From an optimization exercise on the open Yosys and OpenROAD flow, aimed at small area; shortcuts taken in it are not production practice. Only simulation tests tie the RTL to the original design; equivalence was not proved.

==> harbor: inputs <==
==> flow/design.v <==
package calc_pkg;
  localparam int DATA_W  = 16;   
  localparam int DIGIT_W = 4;    
  localparam int KEY_W   = 5;    
  typedef logic [DATA_W-1:0] data_t;
  typedef enum logic [1:0] {
    OP_ADD = 2'd0,
    OP_SUB = 2'd1,
    OP_MUL = 2'd2,
    OP_DIV = 2'd3
  } op_t;
  localparam logic [DIGIT_W-1:0] KEY_NEG = 4'd4;   
  localparam logic [DIGIT_W-1:0] KEY_EQ  = 4'd5;   
  localparam logic [DIGIT_W-1:0] KEY_AC  = 4'd6;   
  typedef struct packed {
    logic               is_func;   
    logic [DIGIT_W-1:0] value;     
  } digit_key_t;
  typedef struct packed {
    logic               is_func;   
    logic [DIGIT_W-1:0] code;      
  } func_key_t;
  typedef union packed {
    digit_key_t digit;
    func_key_t  func;
  } key_code_t;
endpackage
`timescale 1ns/1ns
module calc_top (
  input  logic                       clk,
  input  logic                       rst_n,
  input  logic [calc_pkg::KEY_W-1:0] i_key,
  input  logic                       i_key_valid,
  output logic                       o_key_ready,
  input  logic                       i_signed_mode,
  output calc_pkg::data_t            o_disp_data,
  output logic                       o_disp_valid,
  input  logic                       i_disp_ready,
  output logic [3:0]                 o_op_lamps,
  output logic                       o_error
);
  localparam logic [3:0] U_IDLE = 4'd0;    
  localparam logic [3:0] U_SHOW = 4'd1;    
  localparam logic [3:0] U_CLRS = 4'd2;    
  localparam logic [3:0] U_SHL  = 4'd4;    
  localparam logic [3:0] U_CPY  = 4'd5;    
  localparam logic [3:0] U_NEG  = 4'd6;    
  localparam logic [3:0] U_DIV  = 4'd8;    
  localparam logic [3:0] U_DIG  = 4'd9;    
  localparam logic [3:0] U_ADD  = 4'd12;   
  localparam logic [3:0] U_SUB  = 4'd13;
  localparam logic [3:0] U_MUL  = 4'd14;
  localparam logic [3:0] U_DA   = 4'd15;   
  localparam logic [1:0] T_B0    = 2'b00;
  localparam logic [1:0] T_B1    = 2'b01;
  localparam logic [1:0] T_B0M   = 2'b10;
  localparam logic [1:0] T_OTHER = 2'b11;
  localparam logic [1:0] O_A     = 2'b00;
  localparam logic [1:0] O_EQ    = 2'b01;
  localparam logic [1:0] O_ERR   = 2'b10;
  logic [3:0]  u;
  logic [3:0]  cnt;
  logic [1:0]  t;
  logic        neg;     
  logic [1:0]  op;      
  logic        nega;    
  logic [15:0] x;
  logic [15:0] y;
  logic [15:0] z;
  logic        p_y, p_z, p_b, q_g, q_glo, q_inv, q_16, a_cin;
  logic [16:0] p, q, s;
  assign p[15:0] = (p_y ? y : 16'd0) | (p_z ? {z[14:0], 1'b0} : 16'd0) |
                   {15'd0, p_b};
  assign p[16]   = p_z & z[15];
  logic q_hi1, q_lo1;
  assign q_hi1 = q_g ^ q_inv;
  assign q_lo1 = q_glo ^ q_inv;
  assign q[16] = q_16;
  for (genvar i = 0; i < 16; i++)
  begin : g_q
    assign q[i] = x[i] ? ((i < 4) ? q_lo1 : q_hi1) : q_inv;
  end
  logic [17:0] c;
  assign c[0] = a_cin;
  for (genvar i = 0; i < 17; i++)
  begin : g_add
    assign s[i]   = p[i] ^ q[i] ^ c[i];
    assign c[i+1] = (p[i] & q[i]) | (p[i] & c[i]) | (q[i] & c[i]);
  end
  logic cnt0, cnt3, cnt15, sgn, negb, sub;
  assign cnt0  = (cnt == 4'b0000);
  assign cnt3  = cnt[2];             
  assign cnt15 = (cnt == 4'b1000);
  assign sgn   = i_signed_mode;
  assign negb  = sgn && x[15];
  assign sub   = cnt0 || y[0];
  always_comb
  begin
    p_y   = 1'b0;
    p_z   = 1'b0;
    p_b   = 1'b0;
    q_g   = 1'b0;
    q_glo = 1'b0;
    q_inv = 1'b0;
    q_16  = 1'b0;
    a_cin = 1'b0;
    case (u)
      U_IDLE: begin q_g = dig_keep; q_glo = dig_keep; end
      U_SHOW: begin q_g = 1'b1; q_glo = 1'b1; end
      U_DIG:  begin p_z = 1'b1; q_glo = cnt3; q_inv = cnt3 && neg; a_cin = cnt3 && neg; end
      U_SHL:  p_z = 1'b1;
      U_CPY:  p_y = 1'b1;
      U_NEG:  begin q_g = !m_b0x; q_glo = !m_b0x; q_inv = 1'b1; a_cin = 1'b1; end
      U_ADD:  begin p_y = 1'b1; q_g = 1'b1; q_glo = 1'b1; end
      U_SUB:  begin p_y = 1'b1; q_g = 1'b1; q_glo = 1'b1; q_inv = 1'b1; a_cin = 1'b1; end
      U_DA:   begin p_y = 1'b1; q_inv = 1'b1; end
      U_MUL:  begin p_z = !cnt0; q_g = y[15]; q_glo = y[15]; end
      U_DIV:
      begin
        p_z   = !cnt0;
        p_b   = y[15];
        q_g   = 1'b1;
        q_glo = 1'b1;
        q_16  = sub;
        q_inv = sub ^ negb;
        a_cin = sub ^ negb;
      end
      default: ;
    endcase
  end
  logic m_b0x;
  assign m_b0x = (t == T_B0);
  logic dig_keep;
  assign dig_keep = !(m_eq || (t == T_B0));
  logic       kf;
  logic       is_func;
  logic [3:0] code;
  logic       m_err, m_eq, m_b0, m_b1;
  logic       k_dig, k_neg, k_op, k_eq, k_ac;
  assign kf      = (u == U_IDLE) && i_key_valid;
  assign is_func = i_key[4];
  assign code    = i_key[3:0];
  logic m_pend;
  assign m_pend  = (t != T_OTHER);
  assign m_err   = !m_pend && (op == O_ERR);
  assign m_eq    = !m_pend && (op == O_EQ);
  assign m_b0    = (t == T_B0);
  assign m_b1    = (t == T_B1);
  assign k_ac    = kf && is_func && (code == calc_pkg::KEY_AC);
  assign k_dig   = kf && !m_err && !is_func;
  assign k_neg   = kf && !m_err && is_func && (code == calc_pkg::KEY_NEG) && sgn;
  assign k_op    = kf && !m_err && is_func && (code[3:2] == 2'b00);
  assign k_eq    = kf && !m_err && is_func && (code == calc_pkg::KEY_EQ);
  logic [3:0] calc_u;
  assign calc_u = {2'b11, op};
  assign o_key_ready  = (u == U_IDLE);
  assign o_disp_valid = (u == U_SHOW);
  assign o_disp_data  = x;
  assign o_error      = m_err;
  assign o_op_lamps   = m_pend ? (4'b0001 << op) : 4'b0000;
  always_ff @(posedge clk or negedge rst_n)
  begin
    if (!rst_n)
      u <= U_CLRS;
    else
    begin
      case (u)
        U_IDLE:
        begin
          if (k_ac)
            u <= U_CLRS;
          else if (k_dig)
            u <= U_DIG;
          else if (k_neg)
            u <= U_NEG;
          else if (k_op)
            u <= m_b1 ? calc_u : U_SHOW;
          else if (k_eq && m_pend)
            u <= calc_u;
        end
        U_SHOW:
        begin
          if (i_disp_ready)
            u <= (t == T_B0M) ? U_SHL : ((t == T_B0) ? U_CPY : U_IDLE);
        end
        U_CLRS: u <= U_SHOW;
        U_DIG:
        begin
          if (cnt3)
            u <= U_SHOW;
        end
        U_SHL:
        begin
          if (cnt15)
            u <= nega ? U_DIV : U_IDLE;
        end
        U_CPY:  u <= (t == T_B0) ? U_IDLE : ((nega ^ negb) ? U_NEG : U_SHOW);
        U_NEG:  u <= U_SHOW;
        U_ADD:  u <= U_SHOW;
        U_SUB:  u <= U_SHOW;
        U_MUL:
        begin
          if (cnt15)
            u <= U_SHOW;
        end
        U_DA:
        begin
          if (x == 16'd0)
            u <= U_IDLE;   
          else
            u <= (sgn && y[15]) ? U_SHL : U_DIV;
        end
        U_DIV:
        begin
          if (cnt15)
            u <= U_CPY;
        end
        default: ;
      endcase
    end
  end
  always_ff @(posedge clk)
  begin
    case (u)
      U_IDLE:
      begin
        if (k_dig)
        begin
          if (m_eq)
            op <= O_A;
          else if (m_b0)
            t <= T_B1;
        end
        else if (k_neg)
        begin
          if (!m_eq)
            neg <= !neg;
        end
        else if (k_op)
        begin
          if (!m_b0)
            t <= T_B0M;
          op <= code[1:0];
        end
        else if (k_eq && m_pend)
        begin
          neg <= 1'b0;
          t   <= T_OTHER;
          op  <= O_EQ;
        end
      end
      U_CLRS:
      begin
        t   <= T_OTHER;
        op  <= O_A;
        neg <= 1'b0;
      end
      U_SHL:
      begin
        if (cnt15 && !nega)
        begin
          t   <= T_B0;
          neg <= 1'b0;
        end
      end
      U_DA:
      begin
        if (x == 16'd0)
        begin
          t  <= T_OTHER;   
          op <= O_ERR;
        end
      end
      default: ;
    endcase
  end
  always_ff @(posedge clk)
  begin
    if ((u == U_SHL) || (u == U_MUL) || (u == U_DIV) || (u == U_DIG))
      cnt <= {cnt[2:0], cnt[3] ^ cnt[2] ^ (cnt[2:0] == 3'b000)};
    else
      cnt <= 4'd0;
    if (u == U_SHOW)
      nega <= 1'b0;
    if (u == U_DA)
    begin
      nega <= sgn && y[15];
    end
  end
  logic x_s, x_dig;
  assign x_s    = (u == U_CLRS) || (u == U_ADD) || (u == U_SUB) || (u == U_CPY) ||
                  (u == U_NEG) || (u == U_MUL && cnt15) || (u == U_DIG && cnt3);
  assign x_dig  = k_dig;
  always_ff @(posedge clk)
  begin
    z <= s[15:0];
    if (x_s)
      x[15:4] <= s[15:4];
    if (x_s || x_dig)
      x[3:0] <= x_dig ? code : s[3:0];
    if ((u == U_MUL) || (u == U_DIV) || (u == U_SHL))
      y <= {y[14:0], s[16] ^ (nega || (u == U_DIV))};
  end
endmodule
==> flow/flow/run.sh <==
#!/bin/bash
# Standard layout (standard.sh) with three changes:
#  - synthesis maps the logic with an area-oriented abc script (flow/abc_area.script);
#    everything else in synthesis, registers included, is the standard flow's,
#  - the smallest buffer (buf_1) on every input and output port,
#  - a clock tree of clkbuf_4 without dummy loads.
set -euo pipefail
rm -rf scripts_abc
cp -r "$FLOW_HOME/scripts" scripts_abc
cp flow/abc_area.script scripts_abc/abc_area.script
export SCRIPTS_DIR="$PWD/scripts_abc"
export BUFFER_PORTS_ARGS="-buffer_cell sky130_fd_sc_hd__buf_1"
export CTS_ARGS="-sink_clustering_enable -repair_clock_nets -dont_use_dummy_load -sink_buffer_max_cap_derate 0.6 -buf_list sky130_fd_sc_hd__clkbuf_4"
bash standard.sh > standard_flow.log 2>&1
==> flow/flow/abc_area.script <==
&get -n
&st
&dc2
&dch -f
&nf -R 1000 -p
&st
&dc2
&dch -f
&nf -R 1000 -p
&put
topo
stime -c
==> flow/standard.sh <==
#!/bin/bash
# synth_recipe.tcl (not shown) runs the flow's synth.tcl, then flattens the netlist and writes it again
# the make line also repeats each setting of config.mk as NAME=value (left out here)
make -C /OpenROAD-flow-scripts/flow DESIGN_CONFIG=/design/flow/config.mk WORK_HOME=/design/flow/orfs CLKGATE_MAP_FILE= SYNTH_SCRIPT=/design/flow/synth_recipe.tcl "${@:-finish}"
==> flow/config.mk <==
export PLATFORM = sky130hd
export DESIGN_NAME = calc_top
export DESIGN_NICKNAME = calc_top
export VERILOG_FILES = /design/flow/design.v
export SDC_FILE = /design/flow/constraint.sdc
export NUM_CORES = 4
export LEC_CHECK = 0
export ABC_AREA = 1
export CAP_MARGIN = 20
export CORE_MARGIN = 2
export CORE_UTILIZATION = 75
export SLEW_MARGIN = 20
==> flow/constraint.sdc <==
create_clock -name core_clock -period 45.0 [get_ports {clk}]
set_input_delay 9.0000 -clock core_clock [delete_from_list [all_inputs] [get_ports {clk}]]
set_output_delay 9.0000 -clock core_clock [all_outputs]
set_load 0.01 [all_outputs]
==> maple (differences from harbor) <==
--- a/flow/design.v
+++ b/flow/design.v
@@ -72,14 +72,7 @@
   assign p[15:0] = (p_y ? y : 16'd0) | (p_z ? {z[14:0], 1'b0} : 16'd0) |
                    {15'd0, p_b};
   assign p[16]   = p_z & z[15];
-  logic q_hi1, q_lo1;
-  assign q_hi1 = q_g ^ q_inv;
-  assign q_lo1 = q_glo ^ q_inv;
-  assign q[16] = q_16;
-  for (genvar i = 0; i < 16; i++)
-  begin : g_q
-    assign q[i] = x[i] ? ((i < 4) ? q_lo1 : q_hi1) : q_inv;
-  end
+  assign q       = {q_16, ({{12{q_g}}, {4{q_glo}}} & x) ^ {16{q_inv}}};
   logic [17:0] c;
   assign c[0] = a_cin;
   for (genvar i = 0; i < 17; i++)
@@ -105,9 +98,9 @@
     q_16  = 1'b0;
     a_cin = 1'b0;
     case (u)
-      U_IDLE: begin q_g = dig_keep; q_glo = dig_keep; end
+      U_IDLE: begin q_g = dig_keep; q_glo = dig_keep; q_inv = neg; a_cin = neg; end
       U_SHOW: begin q_g = 1'b1; q_glo = 1'b1; end
-      U_DIG:  begin p_z = 1'b1; q_glo = cnt3; q_inv = cnt3 && neg; a_cin = cnt3 && neg; end
+      U_DIG:  begin p_z = 1'b1; q_glo = cnt3; end
       U_SHL:  p_z = 1'b1;
       U_CPY:  p_y = 1'b1;
       U_NEG:  begin q_g = !m_b0x; q_glo = !m_b0x; q_inv = 1'b1; a_cin = 1'b1; end
@@ -187,7 +180,7 @@
         U_DIG:
         begin
           if (cnt3)
-            u <= U_SHOW;
+            u <= neg ? U_NEG : U_SHOW;
         end
         U_SHL:
         begin
@@ -238,9 +231,10 @@
         end
         else if (k_op)
         begin
+          t  <= T_B0M;
+          op <= code[1:0];
           if (!m_b0)
-            t <= T_B0M;
-          op <= code[1:0];
+            neg <= 1'b0;
         end
         else if (k_eq && m_pend)
         begin
@@ -258,10 +252,7 @@
       U_SHL:
       begin
         if (cnt15 && !nega)
-        begin
-          t   <= T_B0;
-          neg <= 1'b0;
-        end
+          t <= T_B0;
       end
       U_DA:
       begin
==> flow/flow/run.sh (replaced) <==
#!/bin/bash
set -euo pipefail
export BUFFER_PORTS_ARGS="-buffer_cell sky130_fd_sc_hd__buf_1"
export CTS_ARGS="-sink_clustering_enable -sink_clustering_size 30 -sink_clustering_max_diameter 100 -repair_clock_nets -dont_use_dummy_load -buf_list sky130_fd_sc_hd__clkbuf_8"
bash standard.sh > standard_flow.log 2>&1
removed: flow/flow/abc_area.script
==> amber (differences from harbor) <==
--- a/flow/design.v
+++ b/flow/design.v
@@ -72,14 +72,7 @@
   assign p[15:0] = (p_y ? y : 16'd0) | (p_z ? {z[14:0], 1'b0} : 16'd0) |
                    {15'd0, p_b};
   assign p[16]   = p_z & z[15];
-  logic q_hi1, q_lo1;
-  assign q_hi1 = q_g ^ q_inv;
-  assign q_lo1 = q_glo ^ q_inv;
-  assign q[16] = q_16;
-  for (genvar i = 0; i < 16; i++)
-  begin : g_q
-    assign q[i] = x[i] ? ((i < 4) ? q_lo1 : q_hi1) : q_inv;
-  end
+  assign q       = {q_16, ({{12{q_g}}, {4{q_glo}}} & x) ^ {16{q_inv}}};
   logic [17:0] c;
   assign c[0] = a_cin;
   for (genvar i = 0; i < 17; i++)
--- a/flow/flow/run.sh
+++ b/flow/flow/run.sh
@@ -10,5 +10,5 @@
 cp flow/abc_area.script scripts_abc/abc_area.script
 export SCRIPTS_DIR="$PWD/scripts_abc"
 export BUFFER_PORTS_ARGS="-buffer_cell sky130_fd_sc_hd__buf_1"
-export CTS_ARGS="-sink_clustering_enable -repair_clock_nets -dont_use_dummy_load -sink_buffer_max_cap_derate 0.6 -buf_list sky130_fd_sc_hd__clkbuf_4"
+export CTS_ARGS="-sink_clustering_enable -repair_clock_nets -dont_use_dummy_load -buf_list sky130_fd_sc_hd__clkbuf_4"
 bash standard.sh > standard_flow.log 2>&1
- GPL_TIMING_DRIVEN: not set -> 0
==> onyx (differences from harbor) <==
==> flow/design.v, changed modules only <==
module calc_top (
  input  logic                       clk,
  input  logic                       rst_n,
  input  logic [calc_pkg::KEY_W-1:0] i_key,
  input  logic                       i_key_valid,
  output logic                       o_key_ready,
  input  logic                       i_signed_mode,
  output calc_pkg::data_t            o_disp_data,
  output logic                       o_disp_valid,
  input  logic                       i_disp_ready,
  output logic [3:0]                 o_op_lamps,
  output logic                       o_error
);
  localparam logic [3:0] U_IDLE = 4'd0;    
  localparam logic [3:0] U_SHOW = 4'd1;    
  localparam logic [3:0] U_CLRS = 4'd2;    
  localparam logic [3:0] U_SHL  = 4'd4;    
  localparam logic [3:0] U_CPY  = 4'd5;    
  localparam logic [3:0] U_NEG  = 4'd6;    
  localparam logic [3:0] U_DIV  = 4'd8;    
  localparam logic [3:0] U_DIG  = 4'd9;    
  localparam logic [3:0] U_ADD  = 4'd12;   
  localparam logic [3:0] U_SUB  = 4'd13;
  localparam logic [3:0] U_MUL  = 4'd14;
  localparam logic [3:0] U_DA   = 4'd15;   
  localparam logic [2:0] M_A   = 3'b000;   
  localparam logic [2:0] M_EQ  = 3'b001;   
  localparam logic [2:0] M_B0  = 3'b010;   
  localparam logic [2:0] M_B1  = 3'b011;   
  localparam logic [2:0] M_ERR = 3'b100;   
  localparam logic [2:0] M_B0M = 3'b110;   
  logic [3:0]  u;
  logic [3:0]  cnt;
  logic [2:0]  mode;
  logic        neg;     
  logic [1:0]  op;
  logic        negq;    
  logic        nega;    
  logic [15:0] x;
  logic [15:0] y;
  logic [16:0] z;
  logic        p_y, p_z, p_b, q_g, q_glo, q_inv, q_16, a_cin;
  logic [16:0] p, q, s;
  assign p[15:0] = (p_y ? y : 16'd0) | (p_z ? {z[14:0], 1'b0} : 16'd0) |
                   {15'd0, p_b};
  assign p[16]   = p_z & z[15];
  assign q       = {q_16, ({{12{q_g}}, {4{q_glo}}} & x) ^ {16{q_inv}}};
  logic [17:0] c;
  assign c[0] = a_cin;
  for (genvar i = 0; i < 17; i++)
  begin : g_add
    assign s[i]   = p[i] ^ q[i] ^ c[i];
    assign c[i+1] = (p[i] & q[i]) | (p[i] & c[i]) | (q[i] & c[i]);
  end
  logic cnt0, cnt3, cnt15, sgn, negb, sub;
  assign cnt0  = (cnt == 4'd0);
  assign cnt3  = cnt[1] && cnt[0];   
  assign cnt15 = (cnt == 4'd15);
  assign sgn   = i_signed_mode;
  assign negb  = sgn && x[15];
  assign sub   = cnt0 || !z[16];   
  always_comb
  begin
    p_y   = 1'b0;
    p_z   = 1'b0;
    p_b   = 1'b0;
    q_g   = 1'b0;
    q_glo = 1'b0;
    q_inv = 1'b0;
    q_16  = 1'b0;
    a_cin = 1'b0;
    case (u)
      U_IDLE: begin q_g = dig_keep; q_glo = dig_keep; q_inv = neg; a_cin = neg; end
      U_SHOW: begin q_g = 1'b1; q_glo = 1'b1; end
      U_DIG:  begin p_z = 1'b1; q_glo = cnt3; end
      U_SHL:  p_z = 1'b1;
      U_CPY:  p_y = 1'b1;
      U_NEG:  begin q_g = !m_b0x; q_glo = !m_b0x; q_inv = 1'b1; a_cin = 1'b1; end
      U_ADD:  begin p_y = 1'b1; q_g = 1'b1; q_glo = 1'b1; end
      U_SUB:  begin p_y = 1'b1; q_g = 1'b1; q_glo = 1'b1; q_inv = 1'b1; a_cin = 1'b1; end
      U_DA:   begin p_y = 1'b1; q_inv = 1'b1; end
      U_MUL:  begin p_z = !cnt0; q_g = y[15]; q_glo = y[15]; end
      U_DIV:
      begin
        p_z   = !cnt0;
        p_b   = y[15];
        q_g   = 1'b1;
        q_glo = 1'b1;
        q_16  = sub;
        q_inv = sub ^ negb;
        a_cin = sub ^ negb;
      end
      default: ;
    endcase
  end
  logic m_b0x;
  assign m_b0x = (mode == M_B0);
  logic dig_keep;
  assign dig_keep = !((!mode[1] && mode[0]) || (mode[1] && !mode[0]));
  logic       kf;
  logic       is_func;
  logic [3:0] code;
  logic       m_err, m_eq, m_b0, m_b1;
  logic       k_dig, k_neg, k_op, k_eq, k_ac;
  assign kf      = (u == U_IDLE) && i_key_valid;
  assign is_func = i_key[4];
  assign code    = i_key[3:0];
  assign m_err   = mode[2];
  assign m_eq    = !mode[1] && mode[0];
  assign m_b0    = mode[1] && !mode[0];
  assign m_b1    = mode[1] && mode[0];
  assign k_ac    = kf && is_func && (code == calc_pkg::KEY_AC);
  assign k_dig   = kf && !m_err && !is_func;
  assign k_neg   = kf && !m_err && is_func && (code == calc_pkg::KEY_NEG) && sgn;
  assign k_op    = kf && !m_err && is_func && (code[3:2] == 2'b00);
  assign k_eq    = kf && !m_err && is_func && (code == calc_pkg::KEY_EQ);
  logic [3:0] calc_u;
  assign calc_u = {2'b11, op};
  assign o_key_ready  = (u == U_IDLE);
  assign o_disp_valid = (u == U_SHOW);
  assign o_disp_data  = x;
  assign o_error      = mode[2] && !mode[1];
  assign o_op_lamps   = mode[1] ? (4'b0001 << op) : 4'b0000;
  always_ff @(posedge clk or negedge rst_n)
  begin
    if (!rst_n)
      u <= U_CLRS;
    else
    begin
      case (u)
        U_IDLE:
        begin
          if (k_ac)
            u <= U_CLRS;
          else if (k_dig)
            u <= U_DIG;
          else if (k_neg)
            u <= U_NEG;
          else if (k_op)
            u <= m_b1 ? calc_u : U_SHOW;
          else if (k_eq && mode[1])
            u <= calc_u;
        end
        U_SHOW:
        begin
          if (i_disp_ready)
            u <= (mode == M_B0M) ? U_SHL : ((mode == M_B0) ? U_CPY : U_IDLE);
        end
        U_CLRS: u <= U_SHOW;
        U_DIG:
        begin
          if (cnt3)
            u <= neg ? U_NEG : U_SHOW;
        end
        U_SHL:
        begin
          if (cnt15)
            u <= nega ? U_DIV : U_IDLE;
        end
        U_CPY:  u <= (mode == M_B0) ? U_IDLE : U_NEG;
        U_NEG:  u <= U_SHOW;
        U_ADD:  u <= U_SHOW;
        U_SUB:  u <= U_SHOW;
        U_MUL:
        begin
          if (cnt15)
            u <= U_SHOW;
        end
        U_DA:
        begin
          if (x == 16'd0)
            u <= U_IDLE;   
          else
            u <= (sgn && y[15]) ? U_SHL : U_DIV;
        end
        U_DIV:
        begin
          if (cnt15)
            u <= U_CPY;
        end
        default: ;
      endcase
    end
  end
  always_ff @(posedge clk)
  begin
    case (u)
      U_IDLE:
      begin
        if (k_dig)
        begin
          if (m_eq)
            mode <= M_A;
          else if (m_b0)
            mode <= M_B1;
        end
        else if (k_neg)
        begin
          if (!m_eq)
            neg <= !neg;
        end
        else if (k_op)
        begin
          mode <= M_B0M;
          if (!m_b0)
            neg <= 1'b0;
        end
        else if (k_eq && mode[1])
        begin
          neg  <= 1'b0;
          mode <= M_EQ;
        end
      end
      U_CLRS:
      begin
        mode <= M_A;
        neg  <= 1'b0;
      end
      U_SHL:
      begin
        if (cnt15 && !nega)
          mode <= M_B0;
      end
      U_DA:
      begin
        if (x == 16'd0)
          mode <= M_ERR;   
      end
      default: ;
    endcase
  end
  always_ff @(posedge clk)
  begin
    if ((u == U_SHL) || (u == U_MUL) || (u == U_DIV) || (u == U_DIG))
      cnt <= cnt + 4'd1;
    else
      cnt <= 4'd0;
    if (k_op)
      op <= code[1:0];
    if (kf)
      negq <= 1'b1;
    if (u == U_SHOW)
      nega <= 1'b0;
    if (u == U_DA)
    begin
      negq <= negb ^ (sgn && y[15]);
      nega <= sgn && y[15];
    end
  end
  logic x_s, x_dig;
  assign x_s    = (u == U_CLRS) || (u == U_ADD) || (u == U_SUB) || (u == U_CPY) ||
                  (u == U_NEG && negq) || (u == U_MUL && cnt15) || (u == U_DIG && cnt3);
  assign x_dig  = k_dig;
  always_ff @(posedge clk)
  begin
    z <= s;
    if (x_s)
      x[15:4] <= s[15:4];
    if (x_s || x_dig)
      x[3:0] <= x_dig ? code : s[3:0];
    if ((u == U_MUL) || (u == U_DIV) || (u == U_SHL))
      y <= {y[14:0], s[16] ^ (nega || (u == U_DIV))};
  end
endmodule
==> flow/flow/run.sh (replaced) <==
#!/bin/bash
# Standard layout, with the smallest buffer on every input and output port.
set -euo pipefail
export BUFFER_PORTS_ARGS="-buffer_cell sky130_fd_sc_hd__buf_1"
bash standard.sh > standard_flow.log 2>&1
- CORE_UTILIZATION: 75 -> 60
removed: flow/flow/abc_area.script
==> reports/metrics.cfg <==
[placement]
dp_hpwl_um = 5983

[final_layout]
layout_commonest_cell = nand2_1
syn2layout_area_growth_pct = 7.299

[worst_setup_path]
cp.depth = 26
reg2reg_slack_ns = 36.00

[outcome]
status = finished clean

# the run above: maple

==> reports/metrics.cfg <==
[outcome]
status = finished clean

[detailed_routing]
wirelength_met1_um = 2858

[final_layout]
syn2layout_area_growth_pct = 8.667
layout_commonest_cell = nand2_1

[worst_setup_path]
cp.depth = 26

# the run above: amber

==> reports/metrics.cfg <==
[worst_setup_path]
cp.depth = 29

[outcome]
status = finished clean

[placement]
dp_hpwl_um = 6032

[final_layout]
layout_commonest_cell = nand2_1

# the run above: onyx

==> reports/metrics.cfg <==
[worst_setup_path]
cp.depth = 25
reg2reg_slack_ns = 35.20

[outcome]
status = finished clean

[placement]
dp_hpwl_um = 5666

[final_layout]
syn2layout_area_growth_pct = 8.504
layout_commonest_cell = nor2_1

# the run above: harbor

what the ideal ports hide:
No port has a modelled driver above. Below, the same layouts with a new extraction and two added sets of constraints. Step 1 (the two cells are an assumption about what drives the block):
set clk [get_ports {clk}]
set_driving_cell -lib_cell sky130_fd_sc_hd__clkbuf_16 $clk
set_driving_cell -lib_cell sky130_fd_sc_hd__buf_2 [delete_from_list [all_inputs] $clk]
Step 2 also shifts input and output timing later by t, the mid clock arrival at the registers, as if the neighbouring blocks saw the same clock. a / b / c = no drivers / after step 1 / after step 2; a / b = the first two.
| run | shift t [ns] | slack for setup (ns) | worst setup path at the end | worst data-port slew with drivers (ns) | pins driven straight from the clock port |
|---|---|---|---|---|---|
| harbor | 0.419 | 27.422 / 27.424 / 27.005 | input to register | 0.04 | 1 |
| maple | 0.362 | 28.082 / 28.086 / 27.724 | input to register | 0.03 | 1 |
| amber | 0.445 | 27.860 / 27.869 / 27.425 | input to register | 0.04 | 1 |
| onyx | 0.371 | 28.161 / 28.165 / 27.793 | input to register | 0.03 | 1 |
After both steps every run listed still meets setup and hold. For amber, which loses most, drivers alone change the setup slack by +0.009 ns; drivers and shift together by -0.435 ns.
